Context: an optimization exercise on an open-source flow, tuned for small area, a short achievable clock period and few clock cycles. The choices shown serve that exercise and are no tape-out recipe. Only simulation tests tie the RTL to the original design; equivalence was not proved.

run 1:
Design edge_midpoint_subdivider, start of the top module:
module edge_midpoint_subdivider (
  input  wire logic                      clk_i,
  input  wire logic                      rst_ni,
  input  wire logic                      cfg_we_i,
  input  wire logic [DELTA_W-1:0]        cfg_wdata_i,
  input  wire logic                      edge_valid_i,
  output logic                           edge_ready_o,
  input  wire logic signed [COORD_W-1:0] edge_start_x_i,
  input  wire logic signed [COORD_W-1:0] edge_start_y_i,
  input  wire logic signed [COORD_W-1:0] edge_end_x_i,
  input  wire logic signed [COORD_W-1:0] edge_end_y_i,
  output logic                           point_valid_o,
  input  wire logic                      point_ready_i,
  output logic signed [POINT_W-1:0]      point_x_o,
  output logic signed [POINT_W-1:0]      point_y_o,
  output logic                           point_last_o,
  output logic                           point_capped_o
);
  logic [DELTA_W-1:0] delta_q;
  always_ff @(posedge clk_i or negedge rst_ni) begin
    if (!rst_ni) begin
      delta_q <= DELTA_RESET;
    end else if (cfg_we_i) begin
  ...
export LEC_CHECK = 0
export CAP_MARGIN = 20
export CORE_MARGIN = 2
export CORE_UTILIZATION = 40
export PLACE_DENSITY = 0.6
export SETUP_SLACK_MARGIN = 5
export SLEW_MARGIN = 20
create_clock -name core_clock -period 9.0 [get_ports {clk_i}]
run.sh (not shown) runs the stock make flow with config.mk's settings and CLKGATE_MAP_FILE= SYNTH_SCRIPT=/design/flow/synth_recipe.tcl, a recipe that flattens the netlist after the stock synthesis.
Run 1 did not stop at any stage, and its layout met the timing, design-rule and antenna checks.
Testbench counts of run 1, summed over its fixed seeds: cycles 16,976.
Relative to run 1, the following input files were edited for run 2:
==> flow/flow/run.sh (new file) <==
#!/bin/bash
# The standard layout, with repair_timing aiming for a larger setup margin.
set -euo pipefail
bash standard.sh SETUP_SLACK_MARGIN=6.0 finish > standard_make.log 2>&1
==> flow/standard.sh (new file) <==
#!/bin/bash
# synth_recipe.tcl (not shown) runs the flow's synth.tcl, then flattens the netlist and writes it again
# the make line also repeats each setting of config.mk as NAME=value (left out here)
make -C /OpenROAD-flow-scripts/flow DESIGN_CONFIG=/design/flow/config.mk WORK_HOME=/design/flow/orfs CLKGATE_MAP_FILE= SYNTH_SCRIPT=/design/flow/synth_recipe.tcl "${@:-finish}"
removed: flow/run.sh
==> run notes <==
- Every run (run 1 and run 2) finished clean.
- Diff run 2..run 1 | setup total negative slack | unchanged
- Looking only at global routing usage on met2, and setting everything else aside, the lower value of run 1 and run 2 goes to run 1.
- Changes observed in run 2 relative to run 1: global-route usage increased 2.7 points, placement-stage worst setup slack increased 59 ps.
- Per the comparison of run 2 with run 1, final core utilization went up 6.6 points; sequential share of layout area went down by 5.1 points.
- Looking only at count of plain and timing-repair buffers in the layout, and setting everything else aside, the lower value of run 1 and run 2 goes to run 1.
--- input diff run 2..run 3 ---
==> flow/flow/run.sh <==
#!/bin/bash
# The standard layout, with the ports buffered by buf_4 rather than the
# flow's default pick, and repair_timing aiming for a larger setup margin.
set -euo pipefail
bash standard.sh SETUP_SLACK_MARGIN=5.5 "BUFFER_PORTS_ARGS=-buffer_cell sky130_fd_sc_hd__buf_4" finish > standard_make.log 2>&1
==> run notes <==
Delta(number of buffers and inverters on the critical path, run 3 - run 2) < 0
Run 3 gives more antenna diode count than run 2 did.
Sort run 3 and run 2 by layout overhead on the synthesized area, ascending, and run 3 comes first.
Worst slack on hold paths: run 2 vs run 3 — no meaningful difference
Run 3 completed; timing, DRC and antenna clean
Run 3 does better than run 2 on routed wire length.
Comparing run 3 and run 2, final area is lower on run 3.
#### Input delta (run 4 over run 3)
-- flow/flow/run.sh --
<<< run 3, line 5
bash standard.sh SETUP_SLACK_MARGIN=5.5 "BUFFER_PORTS_ARGS=-buffer_cell sky130_fd_sc_hd__buf_4" finish > standard_make.log 2>&1
>>> run 4, line 5
bash standard.sh SETUP_SLACK_MARGIN=5.8 "BUFFER_PORTS_ARGS=-buffer_cell sky130_fd_sc_hd__buf_4"  finish > standard_make.log 2>&1
--- outcome ---
Per the comparison of run 4 with run 3, global-route met3 utilization held steady, clock period minus worst slack shrank by 28 ps, global-route wire length before repair grew by about 13%, layout filler cell count shrank by about 5%.
Run comparison: run 3 endpoint of the most critical setup path c_l[32]; run 4 endpoint of the most critical setup path b_ux[0]
Run 3: no failed stages, no open violations at the end
Run 4: no failed stages, no open violations at the end
Going from run 3 to run 4, count of flip-flops and latches did not really move; multi-input combinational area share higher.

* * *

Setup of job 6884:
Another version of the RTL of edge_midpoint_subdivider (not shown whole).
For scale: roughly 2300 cells after synthesis, about 480 flip-flops, roughly 150 I/O pins, about 27000 µm² of cells after synthesis.
==> flow/design.v (excerpt) <==
module edge_midpoint_subdivider (
  input  wire logic                      clk_i,
  input  wire logic                      rst_ni,
  input  wire logic                      cfg_we_i,
  input  wire logic [DELTA_W-1:0]        cfg_wdata_i,
  input  wire logic                      edge_valid_i,
  output logic                           edge_ready_o,
  input  wire logic signed [COORD_W-1:0] edge_start_x_i,
  input  wire logic signed [COORD_W-1:0] edge_start_y_i,
  input  wire logic signed [COORD_W-1:0] edge_end_x_i,
  input  wire logic signed [COORD_W-1:0] edge_end_y_i,
  output logic                           point_valid_o,
  input  wire logic                      point_ready_i,
  output logic signed [POINT_W-1:0]      point_x_o,
  output logic signed [POINT_W-1:0]      point_y_o,
  output logic                           point_last_o,
  output logic                           point_capped_o
);
  logic [DELTA_W-1:0] delta_q;
  always_ff @(posedge clk_i or negedge rst_ni) begin
    if (!rst_ni) begin
  ...
Settings: LEC_CHECK=0, CAP_MARGIN=20, CORE_MARGIN=2, CORE_UTILIZATION=70, CTS_BUF_LIST=sky130_fd_sc_hd__clkbuf_8, PLACE_DENSITY=0.85, SETUP_SLACK_MARGIN=5, SLEW_MARGIN=20; clock period 9.0 ns.
standard.sh (not shown) runs the stock make flow with config.mk's settings and CLKGATE_MAP_FILE= SYNTH_SCRIPT=/design/flow/synth_recipe.tcl, a recipe that flattens the netlist after the stock synthesis.
==> flow/flow/run.sh <==
#!/bin/bash
# The standard layout, with the ports buffered by buf_4 rather than the
# flow's default pick, and repair_timing aiming for a larger setup margin.
set -euo pipefail
bash standard.sh SETUP_SLACK_MARGIN=5.7 "BUFFER_PORTS_ARGS=-buffer_cell sky130_fd_sc_hd__buf_4" finish > standard_make.log 2>&1
Testbench counts of job 6884, summed over its fixed seeds: cycles 16,976.
Setup changes, job 6884 to job 5586
Settings: CTS_BUF_LIST removed (was sky130_fd_sc_hd__clkbuf_8); PLACE_DENSITY changed from 0.85 to 0.6; CORE_UTILIZATION changed from 70 to 40.
==> flow/flow/run.sh <==
#!/bin/bash
# The standard layout, with the ports buffered by buf_4 rather than the
# flow's default pick, and repair_timing aiming for a larger setup margin.
set -euo pipefail
bash standard.sh SETUP_SLACK_MARGIN=5.5 "BUFFER_PORTS_ARGS=-buffer_cell sky130_fd_sc_hd__buf_4" finish > standard_make.log 2>&1
==> comparison <==
- Number of rows in the core area, job 5586 and job 6884: smaller value in job 6884
- Between job 5586 and job 6884, the synthesized area does not differ in any meaningful way.
- Master of the slowest instance on the critical path = fa_1: job 6884; master of the slowest instance on the critical path = or4b_2: job 5586
Setup changes, job 5586 to job 9290
Settings: a change of CORE_UTILIZATION from 40 to 55; an added CTS_BUF_LIST of sky130_fd_sc_hd__clkbuf_8; a change of PLACE_DENSITY from 0.6 to 0.75.
==> flow/flow/run.sh <==
#!/bin/bash
# The standard layout, with the ports buffered by buf_4 rather than the
# flow's default pick, and repair_timing aiming for a larger setup margin.
set -euo pipefail
bash standard.sh SETUP_SLACK_MARGIN=5.7 "BUFFER_PORTS_ARGS=-buffer_cell sky130_fd_sc_hd__buf_4" finish > standard_make.log 2>&1
## What came out
Sequential share of layout area delta (job 5586 -> job 9290): insignificant. Re source-to-sink clock delay at the later pin of the worst-skew pair: job 9290 is 0.04 ns up on job 5586. Looking only at count of placed standard cells including taps, and setting everything else aside, the higher value of job 9290 and job 5586 goes to job 5586. Total wire length after detailed routing (higher): job 9290. Placement-stage cell area, job 9290 vs job 5586: down slightly. Of job 9290 and job 5586, job 5586 shows the higher final cycle utilization of the critical path, with job 9290 below it. Comparing wire length the detailed router placed on met1 for job 9290 and job 5586, the bigger number came from job 5586. Job 9290 vs. job 5586: hold slack grew by 0.011 ns; met1 global-route usage picked up an extra 10 points.

* * *

Setup of tundra:
edge_midpoint_subdivider again, from the RTL that the note above started with.
## edge_midpoint_subdivider
module edge_midpoint_subdivider (
  input  wire logic                      clk_i,
  input  wire logic                      rst_ni,
  input  wire logic                      cfg_we_i,
  input  wire logic [DELTA_W-1:0]        cfg_wdata_i,
  input  wire logic                      edge_valid_i,
  output logic                           edge_ready_o,
  input  wire logic signed [COORD_W-1:0] edge_start_x_i,
  input  wire logic signed [COORD_W-1:0] edge_start_y_i,
  input  wire logic signed [COORD_W-1:0] edge_end_x_i,
  input  wire logic signed [COORD_W-1:0] edge_end_y_i,
  output logic                           point_valid_o,
  input  wire logic                      point_ready_i,
  output logic signed [POINT_W-1:0]      point_x_o,
  output logic signed [POINT_W-1:0]      point_y_o,
  output logic                           point_last_o,
  output logic                           point_capped_o
);
==> flow/config.mk <==
export PLATFORM = sky130hd
export DESIGN_NAME = edge_midpoint_subdivider
export DESIGN_NICKNAME = edge_midpoint_subdivider
export VERILOG_FILES = /design/flow/design.v
export SDC_FILE = /design/flow/constraint.sdc
export NUM_CORES = 4
export LEC_CHECK = 0
export ABC_AREA = 1
export CAP_MARGIN = 20
export CORE_MARGIN = 2
export CORE_UTILIZATION = 55
export CTS_BUF_LIST = sky130_fd_sc_hd__clkbuf_8
export PLACE_DENSITY = 0.75
export SETUP_SLACK_MARGIN = 5
export SLEW_MARGIN = 20
==> flow/constraint.sdc <==
create_clock -name core_clock -period 9.0 [get_ports {clk_i}]
set_input_delay 1.8000 -clock core_clock [delete_from_list [all_inputs] [get_ports {clk_i}]]
set_output_delay 1.8000 -clock core_clock [all_outputs]
set_load 0.01 [all_outputs]
==> flow/flow/run.sh <==
#!/bin/bash
# The standard layout, with the ports buffered by buf_4 rather than the
# flow's default pick, and repair_timing aiming for a larger setup margin.
set -euo pipefail
bash standard.sh SETUP_SLACK_MARGIN=5.9 "BUFFER_PORTS_ARGS=-buffer_cell sky130_fd_sc_hd__buf_4" finish > standard_make.log 2>&1
Testbench counts of tundra, summed over its fixed seeds: cycles 16,976.
What indigo does differently from tundra at the input level:
- a change of PLACE_DENSITY from 0.75 to 0.6
- a deleted ABC_AREA that had been 1
- a change of CORE_UTILIZATION from 55 to 40
Results
Post-synthesis instance area | indigo below tundra
Relative to tundra, the final cell area reported for indigo is higher.
Looking at sum of routed wire length over all layers, indigo sits 2.4% higher than tundra does.
Looking at initial antenna violation count, indigo sits 2 higher than tundra does.
diff inputs: indigo => pepper
- a change of CORE_UTILIZATION from 40 to 55
- a change of PLACE_DENSITY from 0.6 to 0.75
- an added ABC_AREA of 1
--- a/flow/flow/run.sh
+++ b/flow/flow/run.sh
@@ -5 +5 @@
-bash standard.sh SETUP_SLACK_MARGIN=5.9 "BUFFER_PORTS_ARGS=-buffer_cell sky130_fd_sc_hd__buf_4" finish > standard_make.log 2>&1
+bash standard.sh SETUP_SLACK_MARGIN=6.0 "BUFFER_PORTS_ARGS=-buffer_cell sky130_fd_sc_hd__buf_4" finish > standard_make.log 2>&1
Changes observed in pepper relative to indigo: area enclosed by the die boundary has decreased, final worst slack has increased, final standard cell area without fillers has decreased.
Compared pepper vs indigo, and actual slew at the worst max-slew pin is down in pepper.
Going from indigo to pepper, fraction of area in registers grows by 1.4 points.
Re total area of multi-input combinational cells: pepper is 4.7% down on indigo.
On wire length, pepper does better than indigo.
Clock skew on pepper is up relative to indigo.
NOTE placement row count indigo->pepper decreased by more than 10%

* * *

Setup of P:
Starting RTL as in the previous note.
Settings: LEC_CHECK=0, CAP_MARGIN=20, CORE_MARGIN=2, CORE_UTILIZATION=40, CTS_BUF_LIST=sky130_fd_sc_hd__clkbuf_8, PLACE_DENSITY=0.6, SETUP_SLACK_MARGIN=5, SLEW_MARGIN=20; clock period 9.0 ns.
==> flow/flow/run.sh <==
#!/bin/bash
# The standard layout, with the ports buffered by buf_4 rather than the
# flow's default pick, and repair_timing aiming for a larger setup margin.
set -euo pipefail
bash standard.sh SETUP_SLACK_MARGIN=5.8 "BUFFER_PORTS_ARGS=-buffer_cell sky130_fd_sc_hd__buf_4" finish > standard_make.log 2>&1
P: done, clean on timing, DRC and antenna
Testbench counts of P, summed over its fixed seeds: cycles 16,976.
#### Input delta (Q over P)
# P
export LEC_CHECK = 0
export CAP_MARGIN = 20
export CORE_MARGIN = 2
export CORE_UTILIZATION = 40
export CTS_BUF_LIST = sky130_fd_sc_hd__clkbuf_8
export PLACE_DENSITY = 0.6
export SETUP_SLACK_MARGIN = 5
export SLEW_MARGIN = 20
create_clock -name core_clock -period 9.0 [get_ports {clk_i}]
# Q
export LEC_CHECK = 0
export ABC_AREA = 1
export CAP_MARGIN = 20
export CORE_MARGIN = 2
export CORE_UTILIZATION = 55
export CTS_BUF_LIST = sky130_fd_sc_hd__clkbuf_8
export PLACE_DENSITY = 0.75
export SETUP_SLACK_MARGIN = 5
export SLEW_MARGIN = 20
create_clock -name core_clock -period 9.0 [get_ports {clk_i}]
-- flow/flow/run.sh --
<<< P, line 5
bash standard.sh SETUP_SLACK_MARGIN=5.8 "BUFFER_PORTS_ARGS=-buffer_cell sky130_fd_sc_hd__buf_4" finish > standard_make.log 2>&1
>>> Q, line 5
bash standard.sh SETUP_SLACK_MARGIN=5.7 "BUFFER_PORTS_ARGS=-buffer_cell sky130_fd_sc_hd__buf_4" finish > standard_make.log 2>&1
==> comparison <==
The lower global routing met1 resource utilization came out of P.
Re sum of overflow across all layers after global routing: no difference whatsoever between P and Q.
Via count in Q is about 13% higher than in P
The inputs of R differ from those of Q as listed below.
# Q
export LEC_CHECK = 0
export ABC_AREA = 1
export CAP_MARGIN = 20
export CORE_MARGIN = 2
export CORE_UTILIZATION = 55
export CTS_BUF_LIST = sky130_fd_sc_hd__clkbuf_8
export PLACE_DENSITY = 0.75
export SETUP_SLACK_MARGIN = 5
export SLEW_MARGIN = 20
create_clock -name core_clock -period 9.0 [get_ports {clk_i}]
# R
export LEC_CHECK = 0
export CAP_MARGIN = 20
export CORE_MARGIN = 2
export CORE_UTILIZATION = 40
export PLACE_DENSITY = 0.6
export SETUP_SLACK_MARGIN = 5
export SLEW_MARGIN = 20
create_clock -name core_clock -period 9.0 [get_ports {clk_i}]
Results
Relative to Q, clock latency of the later-clocked register in the worst-skew pair decreased by 0.05 ns in R.
Going from Q to R, worst setup slack after layout shrinks by 0.12 ns.
Looking at worst slack on hold paths across both flows, R is the weaker of the two, with Q ahead.
A type of the worst setup path of flop to flop is what R shows, while flop to primary output belongs to Q.
Inputs modified between R and S:
# R
export LEC_CHECK = 0
export CAP_MARGIN = 20
export CORE_MARGIN = 2
export CORE_UTILIZATION = 40
export PLACE_DENSITY = 0.6
export SETUP_SLACK_MARGIN = 5
export SLEW_MARGIN = 20
create_clock -name core_clock -period 9.0 [get_ports {clk_i}]
# S
export LEC_CHECK = 0
export ABC_AREA = 1
export CAP_MARGIN = 20
export CORE_MARGIN = 2
export CORE_UTILIZATION = 55
export CTS_BUF_LIST = sky130_fd_sc_hd__clkbuf_8
export PLACE_DENSITY = 0.75
export SETUP_SLACK_MARGIN = 5
export SLEW_MARGIN = 20
create_clock -name core_clock -period 9.0 [get_ports {clk_i}]
-- flow/flow/run.sh --
<<< R, line 5
bash standard.sh SETUP_SLACK_MARGIN=5.7 "BUFFER_PORTS_ARGS=-buffer_cell sky130_fd_sc_hd__buf_4" finish > standard_make.log 2>&1
>>> S, line 5
bash standard.sh SETUP_SLACK_MARGIN=5.8 "BUFFER_PORTS_ARGS=-buffer_cell sky130_fd_sc_hd__buf_4" finish > standard_make.log 2>&1
For S and R, there was not a single run that failed to finish clean. [compare] base=R new=S: area fraction in and, or, nand and nor cells after synthesis rose 4.7 points; global-route usage rose 7.5 points. R ended up with b_dy[16] as its endpoint of the worst setup timing path; S ended up with edge_ready_o. Summary of the comparison: met1 global-route usage is higher in S, relative to R. R → S: critical path depth decreased 8; average footprint of a synthesized cell decreased about 17%; area of all placed cells without fillers decreased 130 µm²; placement-stage worst setup slack decreased 0.072 ns. S reports a higher sequential share of layout area than R does.
### S -> T
# S
export LEC_CHECK = 0
export ABC_AREA = 1
export CAP_MARGIN = 20
export CORE_MARGIN = 2
export CORE_UTILIZATION = 55
export CTS_BUF_LIST = sky130_fd_sc_hd__clkbuf_8
export PLACE_DENSITY = 0.75
export SETUP_SLACK_MARGIN = 5
export SLEW_MARGIN = 20
create_clock -name core_clock -period 9.0 [get_ports {clk_i}]
# T
export LEC_CHECK = 0
export CAP_MARGIN = 20
export CORE_MARGIN = 2
export CORE_UTILIZATION = 40
export CTS_BUF_LIST = sky130_fd_sc_hd__clkbuf_4
export PLACE_DENSITY = 0.6
export SETUP_SLACK_MARGIN = 5
export SLEW_MARGIN = 20
create_clock -name core_clock -period 9.0 [get_ports {clk_i}]
-- flow/flow/run.sh --
<<< S, line 5
bash standard.sh SETUP_SLACK_MARGIN=5.8 "BUFFER_PORTS_ARGS=-buffer_cell sky130_fd_sc_hd__buf_4" finish > standard_make.log 2>&1
>>> T, line 5
bash standard.sh SETUP_SLACK_MARGIN=5.7 "BUFFER_PORTS_ARGS=-buffer_cell sky130_fd_sc_hd__buf_4" finish > standard_make.log 2>&1
[summary]
T has completed all stages; timing, DRC and antenna checks passed.
Compared with S, T shows a placeable core region that is 0.016 mm² higher.
Per the comparison of T with S, die height shows an increase of about 15%; sequential share of cell area shows a reduction of 0.60 points.

[afterwards: timing with drivers on the ports]
The flow's constraints put no driver on any port. The routed layouts listed below were extracted and timed again, unchanged, in two steps. Step 1 (the two cells are an assumption about what drives the block):
set clk [get_ports {clk_i}]
set_driving_cell -lib_cell sky130_fd_sc_hd__clkbuf_16 $clk
set_driving_cell -lib_cell sky130_fd_sc_hd__buf_2 [delete_from_list [all_inputs] $clk]
Step 2 adds t to the input delays and takes it off the output delays; t is the mean of the earliest and latest rising clock arrival at the registers after step 1. Input paths then give back, and output paths get back, about the clock's delay inside the block. Three values: ideal, step 1, step 2; two values: the first two.
| run | t, ns | slack for setup (ns) | worst register clock-pin slew, ns |
|---|---|---|---|
| run 1 | 0.662 | 5.163 / 5.163 / 4.754 | 0.06 / 0.06 |
| run 2 | 0.673 | 5.607 / 5.607 / 5.001 | 0.07 / 0.07 |
| run 3 | 0.653 | 5.578 / 5.578 / 5.173 | 0.07 / 0.07 |
| run 4 | 0.659 | 5.606 / 5.606 / 5.254 | 0.07 / 0.07 |
| job 6884 | 0.679 | 5.643 / 5.643 / 5.334 | 0.07 / 0.07 |
| job 5586 | 0.665 | 5.580 / 5.580 / 5.221 | 0.06 / 0.06 |
| job 9290 | 0.708 | 5.754 / 5.728 / 5.398 | 0.07 / 0.07 |
| tundra | 0.718 | 5.737 / 5.683 / 5.595 | 0.07 / 0.07 |
| indigo | 0.742 | 5.699 / 5.699 / 5.408 | 0.07 / 0.07 |
| pepper | 0.726 | 5.746 / 5.689 / 5.562 | 0.07 / 0.07 |
| P | 0.728 | 5.620 / 5.565 / 5.463 | 0.07 / 0.07 |
| Q | 0.703 | 5.771 / 5.715 / 5.507 | 0.07 / 0.07 |
| R | 0.657 | 5.646 / 5.646 / 5.447 | 0.07 / 0.07 |
| S | 0.737 | 5.842 / 5.786 / 5.577 | 0.08 / 0.08 |
| T | 0.967 | 5.585 / 5.530 / 5.405 | 0.07 / 0.07 |
After both steps setup and hold are still met in every run listed. For run 2, which loses most, drivers alone change the setup slack by 0.000 ns; drivers and shift together by -0.606 ns.
